Background: an optimization exercise with open tools, aiming at small area. Do not read the settings as production practice. The RTL was checked by simulation tests, not by an equivalence proof against the original design. Power figures rest on the tool's default switching activity, not on a simulated workload. The flow treats the clock pin as an ideal source, which a real chip does not have.

==> flow/design.v <==
`timescale 1ns/1ns
module frame_deser (
  input  logic         adc_clk,
  input  logic         dcm_reset,
  input  logic [31:0]  adc_in,
  input  logic         adc_sync,
  input  logic         adc_overrange,
  output logic [133:0] frame,
  output logic         frame_valid
);
  localparam int STAGES = 5;
  logic [1:0] slot;
  logic       valid_s1;
  logic       valid_s2;
  always_ff @(posedge adc_clk) begin
    if (dcm_reset) begin
      slot     <= '0;   
      valid_s1 <= 1'b0;
      valid_s2 <= 1'b0;
    end else begin
      slot     <= slot + 1'b1;   
      valid_s1 <= (slot == 2'd3);
      valid_s2 <= valid_s1;
    end
  end
  assign frame_valid = valid_s2;
  logic [31:0] data [STAGES];
  logic        sync [STAGES];
  logic        ovr  [STAGES];
  always_ff @(posedge adc_clk) begin
    data[0] <= adc_in;
    sync[0] <= adc_sync;
    ovr[0]  <= adc_overrange;
    for (int i = 1; i < STAGES; i++) begin
      data[i] <= data[i-1];
      sync[i] <= sync[i-1];
      ovr[i]  <= ovr[i-1];
    end
  end
  always_comb begin
    for (int n = 0; n < 4; n++) begin
      frame[102 + 8*n +: 8] = data[4-n][31:24];
      frame[70  + 8*n +: 8] = data[4-n][23:16];
      frame[38  + 8*n +: 8] = data[4-n][15:8];
      frame[6   + 8*n +: 8] = data[4-n][7:0];
      frame[2 + n]          = sync[4-n];
    end
    frame[0] = ovr[4] | ovr[3];
    frame[1] = ovr[2] | ovr[1];
  end
endmodule
`timescale 1ns/1ns
module frame_fifo (
  input  logic         adc_clk,
  input  logic         dcm_reset,
  input  logic [133:0] frame,
  input  logic         frame_valid,
  output logic [133:0] out_frame,
  output logic         out_valid,
  input  logic         out_ready,
  output logic         overflow
);
  localparam int FRAME_W    = 134;
  localparam int FIFO_DEPTH = 8;   
  logic [FRAME_W-1:0] mem [FIFO_DEPTH];
  logic [2:0]         wr_ptr;
  logic [2:0]         rd_ptr;
  logic [3:0]         count;   
  logic full;
  logic wr_en;
  logic rd_en;
  assign full      = count[3];
  assign out_valid = (count != '0);
  assign rd_en     = out_valid & out_ready;
  assign wr_en     = frame_valid & (~full | rd_en);
  always_comb begin
    out_frame = '0;
    for (int k = 0; k < FIFO_DEPTH; k++) begin
      out_frame = out_frame | (mem[k] & {FRAME_W{rd_ptr == 3'(k)}});
    end
  end
  always_ff @(posedge adc_clk) begin
    for (int k = 0; k < FIFO_DEPTH; k++) begin
      if (wr_en && wr_ptr == 3'(k)) begin
        mem[k] <= frame;
      end
    end
  end
  always_ff @(posedge adc_clk) begin
    if (dcm_reset) begin
      wr_ptr <= '0;
      rd_ptr <= '0;
      count  <= '0;
    end else begin
      if (wr_en) wr_ptr <= wr_ptr + 1'b1;
      if (rd_en) rd_ptr <= rd_ptr + 1'b1;
      case ({wr_en, rd_en})
        2'b10:   count <= count + 1'b1;
        2'b01:   count <= count - 1'b1;
        default: count <= count;
      endcase
    end
  end
  always_ff @(posedge adc_clk) begin
    if (dcm_reset) begin
      overflow <= 1'b0;
    end else if (frame_valid & ~wr_en) begin
      overflow <= 1'b1;
    end
  end
endmodule
`timescale 1ns/1ns
module adc_capture_top #(
  parameter int EXTRA_REG = 1   
) (
  input  logic         adc_clk,
  input  logic         dcm_reset,
  input  logic [31:0]  adc_in,
  input  logic         adc_sync,
  input  logic         adc_overrange,
  output logic [133:0] out_frame,
  output logic         out_valid,
  input  logic         out_ready,
  output logic         overflow   
);
  logic [133:0] deser_frame;
  logic         deser_valid;   
  frame_deser u_frame_deser (
    .adc_clk       (adc_clk),
    .dcm_reset     (dcm_reset),
    .adc_in        (adc_in),
    .adc_sync      (adc_sync),
    .adc_overrange (adc_overrange),
    .frame         (deser_frame),
    .frame_valid   (deser_valid)
  );
  frame_fifo u_frame_fifo (
    .adc_clk     (adc_clk),
    .dcm_reset   (dcm_reset),
    .frame       (deser_frame),
    .frame_valid (deser_valid),
    .out_frame   (out_frame),
    .out_valid   (out_valid),
    .out_ready   (out_ready),
    .overflow    (overflow)
  );
endmodule
==> flow/config.mk <==
export PLATFORM = sky130hd
export DESIGN_NAME = adc_capture_top
export DESIGN_NICKNAME = adc_capture_top
export VERILOG_FILES = /design/flow/design.v
export SDC_FILE = /design/flow/constraint.sdc
export NUM_CORES = 4
export LEC_CHECK = 0
export CAP_MARGIN = 20
export CORE_MARGIN = 2
export CORE_UTILIZATION = 40
export SLEW_MARGIN = 20
==> flow/constraint.sdc <==
create_clock -name core_clock -period 5.0 [get_ports {adc_clk}]
set_input_delay 1.0000 -clock core_clock [delete_from_list [all_inputs] [get_ports {adc_clk}]]
set_output_delay 1.0000 -clock core_clock [all_outputs]
set_load 0.01 [all_outputs]
run.sh (not shown) runs the stock make flow with config.mk's settings and CLKGATE_MAP_FILE= SYNTH_SCRIPT=/design/flow/synth_recipe.tcl, a recipe that flattens the netlist after the stock synthesis.
The first run finished clean.
Change:
--- a/flow/config.mk
+++ b/flow/config.mk
@@ -7,5 +7,6 @@
 export LEC_CHECK = 0
-export CAP_MARGIN = 20
+export CAP_MARGIN = 0
 export CORE_MARGIN = 2
-export CORE_UTILIZATION = 40
-export SLEW_MARGIN = 20
+export CORE_UTILIZATION = 55
+export CTS_BUF_LIST = sky130_fd_sc_hd__clkbuf_2 sky130_fd_sc_hd__clkbuf_4 sky130_fd_sc_hd__clkbuf_8
+export SLEW_MARGIN = 0
Outcome:
- routed wire length fell by 2.4%
- critical path depth fell by 2
- worst setup slack degrades by 0.093 ns
- cell count fell by 5.7%
- global-route usage rose by 6.7 points
- clock skew rose by 0.021 ns
- area after synthesis is unchanged
- via count rose by 1.5%
Change:
==> flow/flow/run.sh (new file) <==
#!/bin/bash
set -o pipefail
cp standard.sh flow/standard.sh.copy 2>/dev/null
export BUFFER_PORTS_ARGS="-buffer_cell sky130_fd_sc_hd__buf_1"
export CTS_ARGS="-sink_clustering_enable -repair_clock_nets -dont_use_dummy_load"
bash standard.sh synth > synth.log 2>&1 || exit 1
bash standard.sh finish > finish.log 2>&1 || exit 1
==> flow/flow/standard.sh.copy (new file) <==
#!/bin/bash
# The standard flow's own layout of this design, on the ORFS make targets given (by default finish). After
# finish it leaves the final layout's DEF at /design/flow/out/final.def.
set -euo pipefail
make -C /OpenROAD-flow-scripts/flow DESIGN_CONFIG=/design/flow/config.mk WORK_HOME=/design/flow/orfs CLKGATE_MAP_FILE= SYNTH_SCRIPT=/design/flow/synth_recipe.tcl CAP_MARGIN=20 CORE_MARGIN=2 CORE_UTILIZATION=40 SLEW_MARGIN=20 "${@:-finish}"
if [[ -f /design/flow/orfs/results/sky130hd/adc_capture_top/base/6_final.odb ]]; then
  : # left out here: write the final layout as DEF
fi
==> flow/standard.sh (new file) <==
#!/bin/bash
# synth_recipe.tcl (not shown) runs the flow's synth.tcl, then flattens the netlist and writes it again
# the make line also repeats each setting of config.mk as NAME=value (left out here)
make -C /OpenROAD-flow-scripts/flow DESIGN_CONFIG=/design/flow/config.mk WORK_HOME=/design/flow/orfs CLKGATE_MAP_FILE= SYNTH_SCRIPT=/design/flow/synth_recipe.tcl "${@:-finish}"
==> flow/config.mk (replaced) <==
export PLATFORM = sky130hd
export DESIGN_NAME = adc_capture_top
export DESIGN_NICKNAME = adc_capture_top
export VERILOG_FILES = /design/flow/design.v
export SDC_FILE = /design/flow/constraint.sdc
export NUM_CORES = 4
export LEC_CHECK = 0
export CAP_MARGIN = 20
export CORE_MARGIN = 2
export CORE_UTILIZATION = 40
export SLEW_MARGIN = 20
removed: flow/run.sh
Effect: First-iteration DRC count barely changes; setup slack improves by 0.42 ns; via count decreases by 3.2%; clock power falls by 15%; final area falls by 3.8%; area after synthesis stays the same; synthesized cell count does not change; global-route usage came out lower by 6.8 points; wire length rises by 1.6%; sequential power barely changes.
Change:
==> flow/run.sh (new file) <==
#!/bin/bash
# synth_recipe.tcl (not shown) runs the flow's synth.tcl, then flattens the netlist and writes it again
# the make line also repeats each setting of config.mk as NAME=value (left out here)
make -C /OpenROAD-flow-scripts/flow DESIGN_CONFIG=/design/flow/config.mk WORK_HOME=/design/flow/orfs CLKGATE_MAP_FILE= SYNTH_SCRIPT=/design/flow/synth_recipe.tcl finish
--- a/flow/config.mk
+++ b/flow/config.mk
@@ -10,2 +10,3 @@
 export CORE_UTILIZATION = 40
+export CTS_BUF_LIST = sky130_fd_sc_hd__clkbuf_4
 export SLEW_MARGIN = 20
removed: flow/flow/run.sh
removed: flow/flow/standard.sh.copy
removed: flow/standard.sh
Outcome:
- via count climbs by a little under a tenth
- clock skew rises by 0.056 ns
- setup slack gets worse by 0.39 ns
- die area does not change
- clock power rose by about a fifth
- wire length increases by a few percent
- maximum frequency falls by a little under a tenth
- hold slack degrades by 0.028 ns
- clock-buffer cell count climbs by 403
- critical path depth grows by 1

---

adc_capture_top, a different RTL version from the one above (not shown whole).
For scale: about 170 I/O pins, roughly 42000 sq um of cells after synthesis.
export LEC_CHECK = 0
export CAP_MARGIN = 0
export CORE_MARGIN = 2
export CORE_UTILIZATION = 65
export SLEW_MARGIN = 0
create_clock -name core_clock -period 5.0 [get_ports {adc_clk}]
standard.sh (not shown) runs the stock make flow with config.mk's settings and CLKGATE_MAP_FILE= SYNTH_SCRIPT=/design/flow/synth_recipe.tcl, a recipe that flattens the netlist after the stock synthesis.
==> flow/flow/run.sh <==
#!/bin/bash
# own flow: the standard layout (standard.sh) with small port buffers
# and a clock tree built from larger sink clusters without dummy loads.
# Each step writes its full output to its own log in the work folder.
set -o pipefail
export BUFFER_PORTS_ARGS="-buffer_cell sky130_fd_sc_hd__buf_1"
export CTS_ARGS="-sink_clustering_enable -repair_clock_nets -dont_use_dummy_load -sink_clustering_size 30 -sink_clustering_max_diameter 100"
bash standard.sh synth > synth.log 2>&1 || exit 1
bash standard.sh floorplan > floorplan.log 2>&1 || exit 1
bash standard.sh place > place.log 2>&1 || exit 1
bash standard.sh cts > cts.log 2>&1 || exit 1
bash standard.sh route > route.log 2>&1 || exit 1
bash standard.sh finish > finish.log 2>&1 || exit 1
Edit:
==> flow/flow/run.sh (replaced) <==
#!/bin/bash
# Own flow: the standard layout (standard.sh) with three changes.
#  1. Synthesis runs synth_recipe.tcl unchanged but with an area-oriented
#     ABC mapping script (flow/abc_area_map.script) in place of ORFS's
#     abc_speed.script; registers, their names and cell types are as in the
#     standard synthesis, only the combinational mapping differs.
#  2. Ports are buffered with sky130_fd_sc_hd__buf_1.
#  3. The clock tree uses larger sink clusters and no dummy loads.
# Each step writes its full output to its own log in the work folder.
set -o pipefail
mkdir -p scripts_area
for f in "$FLOW_HOME"/scripts/*; do ln -sf "$f" scripts_area/; done
rm -f scripts_area/abc_speed.script
cp flow/abc_area_map.script scripts_area/abc_speed.script
bash standard.sh SCRIPTS_DIR=$PWD/scripts_area synth > synth.log 2>&1 || exit 1
export BUFFER_PORTS_ARGS="-buffer_cell sky130_fd_sc_hd__buf_1"
export CTS_ARGS="-sink_clustering_enable -repair_clock_nets -dont_use_dummy_load -sink_clustering_size 20 -sink_clustering_max_diameter 60 -buf_list sky130_fd_sc_hd__clkbuf_8"
bash standard.sh floorplan > floorplan.log 2>&1 || exit 1
bash standard.sh place > place.log 2>&1 || exit 1
bash standard.sh cts > cts.log 2>&1 || exit 1
bash standard.sh route > route.log 2>&1 || exit 1
bash standard.sh finish > finish.log 2>&1 || exit 1
==> flow/flow/abc_area_map.script (new file) <==
strash
&get -n
&fraig -x
&put
scorr
dc2
strash
&get -n
&dch -f
&nf
&put
--- a/flow/config.mk
+++ b/flow/config.mk
@@ -7,5 +7,6 @@
 export LEC_CHECK = 0
-export CAP_MARGIN = 0
+export CAP_MARGIN = 20
 export CORE_MARGIN = 2
 export CORE_UTILIZATION = 65
-export SLEW_MARGIN = 0
+export GPL_TIMING_DRIVEN = 0
+export SLEW_MARGIN = 20
After rerunning: The new run produced a clean layout; register-to-register slack got worse by 0.80 ns; synthesized cell count is lower by 12%; routed wire length went down by 6.2%; area after synthesis went down by 2.5%; via count came out lower by 2.2%; cell area came out higher by 1.1%; total power fell by 2.8%.
Edit:
==> flow/flow/run.sh (replaced) <==
#!/bin/bash
# own flow: the standard layout (standard.sh) with small port buffers
# and a clock tree built from larger sink clusters without dummy loads.
# Each step writes its full output to its own log in the work folder.
set -o pipefail
export BUFFER_PORTS_ARGS="-buffer_cell sky130_fd_sc_hd__buf_1"
export RECOVER_POWER=100
export CTS_ARGS="-sink_clustering_enable -repair_clock_nets -dont_use_dummy_load -sink_clustering_size 30 -sink_clustering_max_diameter 100"
bash standard.sh synth > synth.log 2>&1 || exit 1
bash standard.sh floorplan > floorplan.log 2>&1 || exit 1
bash standard.sh place > place.log 2>&1 || exit 1
bash standard.sh cts > cts.log 2>&1 || exit 1
bash standard.sh route > route.log 2>&1 || exit 1
bash standard.sh finish > finish.log 2>&1 || exit 1
--- a/flow/config.mk
+++ b/flow/config.mk
@@ -9,4 +9,3 @@
 export CORE_MARGIN = 2
-export CORE_UTILIZATION = 65
-export GPL_TIMING_DRIVEN = 0
+export CORE_UTILIZATION = 70
 export SLEW_MARGIN = 20
removed: flow/flow/abc_area_map.script
The new run completed, yet does not pass: capacitance limit, slew limit.
Wire length is higher by 4.2%.
Sequential power hardly moves.
Die area falls by 4.7%.
Edit:
==> flow/flow/run.sh (replaced) <==
#!/bin/bash
# Own flow: the standard layout (standard.sh) with three changes.
#  1. Synthesis runs synth_recipe.tcl unchanged but with an area-oriented
#     ABC mapping script (flow/abc_area_map.script) in place of ORFS's
#     abc_speed.script; registers, their names and cell types are as in the
#     standard synthesis, only the combinational mapping differs.
#  2. Ports are buffered with sky130_fd_sc_hd__buf_1.
#  3. The clock tree uses larger sink clusters and no dummy loads.
# Each step writes its full output to its own log in the work folder.
set -o pipefail
mkdir -p scripts_area
for f in "$FLOW_HOME"/scripts/*; do ln -sf "$f" scripts_area/; done
rm -f scripts_area/abc_speed.script
cp flow/abc_area_map.script scripts_area/abc_speed.script
bash standard.sh SCRIPTS_DIR=$PWD/scripts_area synth > synth.log 2>&1 || exit 1
export BUFFER_PORTS_ARGS="-buffer_cell sky130_fd_sc_hd__buf_1"
export CTS_ARGS="-sink_clustering_enable -repair_clock_nets -dont_use_dummy_load -sink_clustering_size 20 -sink_clustering_max_diameter 60 -buf_list sky130_fd_sc_hd__clkbuf_8"
bash standard.sh floorplan > floorplan.log 2>&1 || exit 1
bash standard.sh place > place.log 2>&1 || exit 1
bash standard.sh cts > cts.log 2>&1 || exit 1
bash standard.sh route > route.log 2>&1 || exit 1
bash standard.sh finish > finish.log 2>&1 || exit 1
==> flow/flow/abc_area_map.script (new file) <==
strash
&get -n
&fraig -x
&put
scorr
dc2
strash
&get -n
&dch -f
&nf
&put
--- a/flow/config.mk
+++ b/flow/config.mk
@@ -9,3 +9,3 @@
 export CORE_MARGIN = 2
-export CORE_UTILIZATION = 70
+export CORE_UTILIZATION = 65
 export SLEW_MARGIN = 20
=> Now the flow ran to the end with no violations. Sequential cell count is unchanged. Non-clock buffer count falls by 1. Design area falls by 0.87%. Routed wire length falls by 1.3%. Critical path depth does not change. Power falls by 2.4%. Clock skew falls by 0.043 ns. Area after synthesis falls by 2.5%. Maximum frequency rises by 11%. Worst hold slack got worse by 0.013 ns. Die area rises by 4.9%.
Edit:
--- a/flow/config.mk
+++ b/flow/config.mk
@@ -9,3 +9,3 @@
 export CORE_MARGIN = 2
-export CORE_UTILIZATION = 65
+export CORE_UTILIZATION = 75
 export SLEW_MARGIN = 20
Effect: The changed run completed without violations; utilization increases by 10 points; die area decreases by 13%; total power decreases by about 0.36%; worst setup slack is worse by 0.017 ns; combinational power decreases by about 3%.

---

adc_capture_top again, from the RTL that the note above started with.
==> flow/config.mk <==
export PLATFORM = sky130hd
export DESIGN_NAME = adc_capture_top
export DESIGN_NICKNAME = adc_capture_top
export VERILOG_FILES = /design/flow/design.v
export SDC_FILE = /design/flow/constraint.sdc
export NUM_CORES = 4
export LEC_CHECK = 0
export CAP_MARGIN = 20
export CORE_MARGIN = 2
export CORE_UTILIZATION = 40
export SLEW_MARGIN = 20
==> flow/constraint.sdc <==
create_clock -name core_clock -period 5.0 [get_ports {adc_clk}]
set_input_delay 1.0000 -clock core_clock [delete_from_list [all_inputs] [get_ports {adc_clk}]]
set_output_delay 1.0000 -clock core_clock [all_outputs]
set_load 0.01 [all_outputs]
==> flow/flow/run.sh <==
#!/bin/bash
# own flow: the standard layout (standard.sh) with small port buffers
# and a clock tree built from larger sink clusters without dummy loads.
# Each step writes its full output to its own log in the work folder.
set -o pipefail
export BUFFER_PORTS_ARGS="-buffer_cell sky130_fd_sc_hd__buf_1"
export CTS_ARGS="-sink_clustering_enable -repair_clock_nets -dont_use_dummy_load -sink_clustering_size 30 -sink_clustering_max_diameter 100"
bash standard.sh synth > synth.log 2>&1 || exit 1
bash standard.sh floorplan > floorplan.log 2>&1 || exit 1
bash standard.sh place > place.log 2>&1 || exit 1
bash standard.sh cts > cts.log 2>&1 || exit 1
bash standard.sh route > route.log 2>&1 || exit 1
bash standard.sh finish > finish.log 2>&1 || exit 1
Change:
--- a/flow/flow/run.sh
+++ b/flow/flow/run.sh
@@ -5,5 +5,5 @@
 set -o pipefail
 export BUFFER_PORTS_ARGS="-buffer_cell sky130_fd_sc_hd__buf_1"
-export CTS_ARGS="-sink_clustering_enable -repair_clock_nets -dont_use_dummy_load -sink_clustering_size 30 -sink_clustering_max_diameter 100"
+export CTS_ARGS="-sink_clustering_enable -repair_clock_nets -dont_use_dummy_load -sink_clustering_size 25 -sink_clustering_max_diameter 80"
 bash standard.sh synth > synth.log 2>&1 || exit 1
 bash standard.sh floorplan > floorplan.log 2>&1 || exit 1
What happened:
- routed wire length is about the same
- utilization increases by 0.24 points
- total power went up by 2.4%
- flip-flop and latch count does not change
- setup slack got worse by 28 ps
- via count hardly moves
- non-clock buffer count stays the same
- final area grows by 0.55%
Change:
==> flow/flow/run.sh (replaced) <==
#!/bin/bash
# Own flow: the standard layout (standard.sh) with three changes.
#  1. Synthesis runs synth_recipe.tcl unchanged but with an area-oriented
#     ABC mapping script (flow/abc_area_map.script) in place of ORFS's
#     abc_speed.script; registers, their names and cell types are as in the
#     standard synthesis, only the combinational mapping differs.
#  2. Ports are buffered with sky130_fd_sc_hd__buf_1.
#  3. The clock tree uses larger sink clusters and no dummy loads.
# Each step writes its full output to its own log in the work folder.
set -o pipefail
mkdir -p scripts_area
for f in "$FLOW_HOME"/scripts/*; do ln -sf "$f" scripts_area/; done
rm -f scripts_area/abc_speed.script
cp flow/abc_area_map.script scripts_area/abc_speed.script
bash standard.sh SCRIPTS_DIR=$PWD/scripts_area synth > synth.log 2>&1 || exit 1
export BUFFER_PORTS_ARGS="-buffer_cell sky130_fd_sc_hd__buf_1"
export CTS_ARGS="-sink_clustering_enable -repair_clock_nets -dont_use_dummy_load -sink_clustering_size 30 -sink_clustering_max_diameter 100"
bash standard.sh floorplan > floorplan.log 2>&1 || exit 1
bash standard.sh place > place.log 2>&1 || exit 1
bash standard.sh cts > cts.log 2>&1 || exit 1
bash standard.sh route > route.log 2>&1 || exit 1
bash standard.sh finish > finish.log 2>&1 || exit 1
==> flow/flow/abc_area_map.script (new file) <==
strash
&get -n
&fraig -x
&put
scorr
dc2
strash
&get -n
&dch -f
&nf
&put
Settings changed: CORE_UTILIZATION 40 to 65.
After rerunning:
- critical path depth stays the same
- die area went down by well over a third
- count of clock-buffer cells in the layout went down by 11
- synthesized area fell by a few percent
- maximum frequency went up by a few percent
- global-route usage went up by 9.0 points
- routed wire length went down by roughly a tenth
- via count is lower slightly
Change:
==> flow/flow/run.sh (replaced) <==
#!/bin/bash
# own flow: the standard layout (standard.sh) with small port buffers
# and a clock tree built from larger sink clusters without dummy loads.
# Each step writes its full output to its own log in the work folder.
set -o pipefail
export BUFFER_PORTS_ARGS="-buffer_cell sky130_fd_sc_hd__buf_1"
export RECOVER_POWER=100
export CTS_ARGS="-sink_clustering_enable -repair_clock_nets -dont_use_dummy_load -sink_clustering_size 20 -sink_clustering_max_diameter 60 -buf_list sky130_fd_sc_hd__clkbuf_8"
bash standard.sh synth > synth.log 2>&1 || exit 1
bash standard.sh floorplan > floorplan.log 2>&1 || exit 1
bash standard.sh place > place.log 2>&1 || exit 1
bash standard.sh cts > cts.log 2>&1 || exit 1
bash standard.sh route > route.log 2>&1 || exit 1
bash standard.sh finish > finish.log 2>&1 || exit 1
removed: flow/flow/abc_area_map.script
The changed run completed, yet does not pass: capacitance limit, slew limit.
Total power falls slightly.
Area after synthesis rises by a few percent.
Global-route usage rises by 0.68 points.
Sequential power hardly moves.
Worst setup slack degrades by 580 ps.
Register-to-register slack degrades by 1100 ps.
Final cell count rises by a few percent.
Via count rises by a few percent.
Final area rises slightly.

==> separate check: timing with driven ports <==
In the flow no input, the clock included, has a driving cell. The finished layouts below were timed again as built, in two steps.
Step 1 sets driving cells, clkbuf_16 on the clock port and buf_2 on the other inputs (assumed; they add their load-dependent delay and slew).
Step 2 also shifts input and output timing later by t, the mid clock arrival at the registers, as if the neighbouring blocks saw the same clock.
a / b / c = ideal ports / drivers / drivers and shift; a / b = the first two.
run	t (ns)	slack for setup (ns)	hold WS [ns]
the first run of note 1	0.758	0.233 / 0.166 / 0.924	0.326 / 0.326 / 0.326
the second run of note 1	0.884	0.140 / 0.077 / 0.961	0.319 / 0.319 / 0.319
the third run of note 1	0.718	0.560 / 0.498 / 1.215	0.322 / 0.322 / 0.322
the fourth run of note 1	1.159	0.171 / 0.109 / 1.051	0.293 / 0.257 / 0.317
the first run of note 2	0.665	1.247 / 1.178 / 1.618	0.331 / 0.331 / 0.331
the second run of note 2	0.736	1.215 / 1.155 / 1.006	0.323 / 0.323 / 0.323
the third run of note 2	0.663	0.781 / 0.714 / 0.244	0.336 / 0.336 / 0.336
the fourth run of note 2	0.740	1.196 / 1.137 / 1.547	0.324 / 0.324 / 0.324
the fifth run of note 2	0.737	1.179 / 1.119 / 1.733	0.295 / 0.295 / 0.295
the first run of note 3	0.677	1.191 / 1.128 / 1.442	0.334 / 0.334 / 0.334
the second run of note 3	0.713	1.163 / 1.100 / 1.435	0.294 / 0.294 / 0.294
the third run of note 3	0.654	1.246 / 1.184 / 1.558	0.336 / 0.336 / 0.336
the fourth run of note 3	0.717	0.667 / 0.606 / 0.228	0.259 / 0.259 / 0.259
The setup slack of the third run of note 2, which loses most, moves by -0.067 ns with the drivers and by -0.537 ns with both steps.
